From an optimization exercise on the open Yosys and OpenROAD flow, aimed at small area and a short achievable clock period; shortcuts taken in it are not production practice.
Power and IR drop assume default switching activity.

==> module fpu_addsub, before the edit <==
module fpu_addsub (
	input  fpu_pkg::fpu_instr_t        instr,
	input  fpu_pkg::fpu_float_t        a,
	input  fpu_pkg::fpu_float_t        b,
	output logic [34:0]                s,           
	output logic [8-1:0]      e_w,         
	output logic                       sign,        
	output logic                       float_sel,   
	output logic                       addsub,
	output logic                       eff_sub,     
	output logic                       spec,        
	output logic                       qnan,        
	output logic                       ftoi_ovf,
	output logic                       ftoi_nan,
	output logic                       invalid
);
	localparam int EW = 8;
	localparam int MW = 23;
	wire cop1   = (instr.op1 == 6'b010001);
	wire fmt_s  = (instr.fmt == 5'b10000);
	wire op_as  = cop1 && fmt_s && (instr.op2[5:1] == 5'd0);
	wire op_abs = cop1 && fmt_s && (instr.op2 == 6'b000101);
	wire op_neg = cop1 && fmt_s && (instr.op2 == 6'b000111);
	wire op_f2i = cop1 && (instr.fmt == 5'b00000) && (instr.op2 == 6'b000000);
	wire op_i2f = cop1 && (instr.fmt == 5'b00100) && (instr.op2 == 6'b000000);
	wire a_ez   = (a.exp == '0);
	wire b_ez   = (b.exp == '0);
	wire a_spec = &a.exp;
	wire b_spec = &b.exp;
	wire a_nan  = a_spec && (a.man != '0);
	wire b_nan  = b_spec && (b.man != '0);
	wire [MW:0]   a_m = {!a_ez, a.man};
	wire [MW:0]   b_m = {!b_ez, b.man};
	wire [EW-1:0] a_e = {a.exp[EW-1:1], a.exp[0] | a_ez};
	wire [EW-1:0] b_e = {b.exp[EW-1:1], b.exp[0] | b_ez};
	wire b_sign = b.sign ^ instr.op2[0];
	wire es     = a.sign ^ b_sign;
	logic [23:0] mge_s;
	fpu_pfx_add #(.W(23)) u_cmp (
		.x  (a.man),
		.y  (~b.man),
		.cin(1'b1),
		.s  (mge_s)
	);
	wire sp     = a_spec || b_spec;
	wire f_big  = (a.exp > 8'd158) || ((a.exp == 8'd158) && !(a.sign && (a.man == '0)));
	wire f_ok   = !f_big;
	wire [EW:0]   d_ab = {1'b0, a.exp} - {1'b0, b.exp};
	wire [EW-1:0] d_ba = b.exp - a.exp;
	wire [EW-1:0] d_f  = 8'd158 - a.exp;
	wire [EW-1:0] d    = op_f2i ? d_f : d_ab[EW] ? d_ba : d_ab[EW-1:0];
	wire          a_ge = !d_ab[EW] && ((d_ab[EW-1:0] != '0) || mge_s[23]);
	wire w_a    = a_ge && !b_nan;    
	wire sel_lb = op_as && !sp && w_a;
	wire sel_la = (op_as && !sp && !w_a) || (op_f2i && f_ok);
	wire lo_ez  = sel_lb ? (b_ez & !a_ez) : (a_ez & !b_ez & !op_f2i);
	wire [MW:0] m_l0 = sel_lb ? b_m : (sel_la ? a_m : '0);
	wire [MW:0] m_l  = lo_ez ? {m_l0[MW-1:0], 1'b0} : m_l0;
	wire [32:0] f = (d[7:6] != 2'b00) ? 33'd0 : ({m_l, 9'b0} >> d[5:0]);
	logic [MW:0] m_or [6];
	logic        st;
	always_comb begin
		m_or[0] = m_l;
		for (int l = 0; l < 5; l++)
			for (int i = 0; i <= MW; i++)
				m_or[l+1][i] = m_or[l][i] |
				               ((((i >> l) & 1) != 0) ? m_or[l][((i >> l) << l) - 1] : 1'b0);
		st = 1'b0;
		for (int i = 10; i < 34; i++)
			if (d == EW'(i))
				st = m_or[5][i-10];
		if (d >= 8'd34)
			st = m_or[5][MW];
	end
	wire [MW:0]  m_w = w_a ? a_m : b_m;
	wire [31:0]  x1n = {op_neg & ~a.sign, a.exp, a.man};
	wire [33:0]  x   = (op_abs | op_neg) ? {x1n, 2'b00} :
	                   op_as ? {m_w, 10'b0} : 34'd0;
	wire [33:0]  y   = {f, st} | (op_i2f ? {b, 2'b00} : 34'd0);
	wire sub = (op_as && !sp && es) || (op_f2i && a.sign) || (op_i2f && b.sign);
	wire [33:0] yx  = {y[33:1] ^ {33{sub}}, op_f2i | (y[0] ^ sub)};
	wire        y34 = sub && !op_i2f;
	wire        cin = sub || op_f2i;
	logic [35:0] s_full;
	fpu_pfx_add #(.W(35)) u_add (
		.x  ({1'b0, x}),
		.y  ({y34, yx}),
		.cin(cin),
		.s  (s_full)
	);
	assign s = s_full[34:0];
	assign e_w       = op_as ? (w_a ? a_e : b_e) : 8'd158;
	assign float_sel = op_as | op_i2f;
	assign addsub    = op_as;
	assign eff_sub   = op_as & es;
	assign spec      = op_as & sp;
	wire w_sign  = a_ge ? a.sign : b_sign;
	wire sp_sign = (a_spec && !b_spec) ? a.sign :
	               (!a_spec && b_spec) ? b_sign :
	               b_nan ? b.sign :
	               a_nan ? a.sign :
	               (es | a.sign);
	assign sign = op_as ? (sp ? sp_sign : w_sign) : b.sign;
	assign qnan = op_as & (a_nan | b_nan | (a_spec & b_spec & es));
	assign ftoi_nan = op_f2i & a_nan;
	assign ftoi_ovf = op_f2i & !a_nan & f_big;
	assign invalid  = !(op_as | op_abs | op_neg | op_f2i | op_i2f);
endmodule
==> flow/config.mk <==
export PLATFORM = sky130hd
export DESIGN_NAME = fpu_top
export DESIGN_NICKNAME = fpu_top
export VERILOG_FILES = /design/flow/design.v
export SDC_FILE = /design/flow/constraint.sdc
export NUM_CORES = 4
export LEC_CHECK = 0
export ABC_AREA = 1
export CAP_MARGIN = 50
export CORE_MARGIN = 2
export CORE_UTILIZATION = 50
export PLACE_DENSITY = 0.65
export SLEW_MARGIN = 70
==> flow/constraint.sdc <==
create_clock -name core_clock -period 19.0 [get_ports {clk}]
set_input_delay 3.8000 -clock core_clock [delete_from_list [all_inputs] [get_ports {clk}]]
set_output_delay 3.8000 -clock core_clock [all_outputs]
set_load 0.01 [all_outputs]
standard.sh (not shown) runs the stock make flow with config.mk's settings and CLKGATE_MAP_FILE= SYNTH_SCRIPT=/design/flow/synth_recipe.tcl, a recipe that flattens the netlist after the stock synthesis.
==> flow/flow/run.sh <==
#!/bin/bash
# Layout flow: the standard layout (standard.sh, with its standard synthesis unchanged)
# with two changes to how the layout is optimised, none to the constraints:
#  - every port still gets a buffer, but a sky130_fd_sc_hd__buf_2 rather than the default
#    cell buffer_ports picks;
#  - the resizer's repair_timing aims for 8 ns of setup slack, so it works on the
#    critical paths although the 19 ns clock is met anyway.
# make's output goes to standard.log; each ORFS step's tool log is copied to tool_logs/.
set -e
bash standard.sh finish SETUP_SLACK_MARGIN=8 "BUFFER_PORTS_ARGS=-buffer_cell sky130_fd_sc_hd__buf_2" > standard.log 2>&1
mkdir -p tool_logs
cp orfs/logs/*/*/*/*.log tool_logs/ 2>/dev/null || true
Then changed:
--- a/flow/design.v
+++ b/flow/design.v
@@ -128,29 +128,33 @@
 	wire [EW-1:0] a_e = {a.exp[EW-1:1], a.exp[0] | a_ez};
 	wire [EW-1:0] b_e = {b.exp[EW-1:1], b.exp[0] | b_ez};
 	wire b_sign = b.sign ^ instr.op2[0];
 	wire es     = a.sign ^ b_sign;
-	logic [23:0] mge_s;
-	fpu_pfx_add #(.W(23)) u_cmp (
-		.x  (a.man),
-		.y  (~b.man),
+	logic [24:0] mge_s;
+	fpu_pfx_add #(.W(24)) u_cmp (
+		.x  (a_m),
+		.y  (~b_m),
 		.cin(1'b1),
 		.s  (mge_s)
 	);
 	wire sp     = a_spec || b_spec;
 	wire f_big  = (a.exp > 8'd158) || ((a.exp == 8'd158) && !(a.sign && (a.man == '0)));
 	wire f_ok   = !f_big;
-	wire [EW:0]   d_ab = {1'b0, a.exp} - {1'b0, b.exp};
-	wire [EW-1:0] d_ba = b.exp - a.exp;
-	wire [EW-1:0] d_f  = 8'd158 - a.exp;
+	wire [EW-1:0] h_ab0 = {1'b0, a.exp[EW-1:1]} - {1'b0, b.exp[EW-1:1]};
+	wire [EW-1:0] h_ab1 = h_ab0 - 8'd1;
+	wire [EW-1:0] h_ba0 = {1'b0, b.exp[EW-1:1]} - {1'b0, a.exp[EW-1:1]};
+	wire [EW-1:0] h_ba1 = h_ba0 - 8'd1;
+	wire          a0    = a_e[0];
+	wire          b0    = b_e[0];
+	wire [EW:0]   d_ab  = {(!a0 && b0) ? h_ab1 : h_ab0, a0 ^ b0};
+	wire [EW-1:0] d_ba  = {(a0 && !b0) ? h_ba1[EW-2:0] : h_ba0[EW-2:0], a0 ^ b0};
+	wire [EW-1:0] d_f   = 8'd158 - a.exp;    
 	wire [EW-1:0] d    = op_f2i ? d_f : d_ab[EW] ? d_ba : d_ab[EW-1:0];
-	wire          a_ge = !d_ab[EW] && ((d_ab[EW-1:0] != '0) || mge_s[23]);
+	wire          a_ge = !d_ab[EW] && ((d_ab[EW-1:0] != '0) || mge_s[24]);
 	wire w_a    = a_ge && !b_nan;    
 	wire sel_lb = op_as && !sp && w_a;
 	wire sel_la = (op_as && !sp && !w_a) || (op_f2i && f_ok);
-	wire lo_ez  = sel_lb ? (b_ez & !a_ez) : (a_ez & !b_ez & !op_f2i);
-	wire [MW:0] m_l0 = sel_lb ? b_m : (sel_la ? a_m : '0);
-	wire [MW:0] m_l  = lo_ez ? {m_l0[MW-1:0], 1'b0} : m_l0;
+	wire [MW:0] m_l = sel_lb ? b_m : (sel_la ? a_m : '0);
 	wire [32:0] f = (d[7:6] != 2'b00) ? 33'd0 : ({m_l, 9'b0} >> d[5:0]);
 	logic [MW:0] m_or [6];
 	logic        st;
 	always_comb begin
What happened: Setup slack is worse by 0.091 ns; wire length went up by a few percent; final area grows slightly; power goes down by about a fifth; sequential share of layout area drops by 0.10 points; final cell count goes down slightly; non-clock buffer count goes up by 6; utilization rises by 1.1 points.
Function was not checked in any run of this note: the RTL went through the layout flow alone.

-- re-timing with driven ports --
The results above use ideal ports. As a check the final layouts listed here were re-extracted and re-timed, cells and wires unchanged.
Step 1 assumes that a clkbuf_16 drives the clock port and a buf_2 every other input.
Step 2 moves the port delays by t, midway between the first and last clock arrival at a register: inputs arrive t later, outputs are due t later. That takes back most of the time a late clock gives input paths.
Three values: no drivers, after step 1, after step 2; two values: the first two.
run	shift t [ns]	slack for setup (ns)	clock arrival spread, ns	worst slew at a driven data input, ns	pins driven straight from the clock port
the first run	0.331	8.578 / 8.539 / 8.311	0.011 / 0.012	0.04	1
the second run	0.331	8.486 / 8.450 / 8.220	0.007 / 0.008	0.04	1
After both steps every run listed still meets setup and hold. For the first run, which loses most, drivers alone change the setup slack by -0.039 ns; drivers and shift together by -0.267 ns.
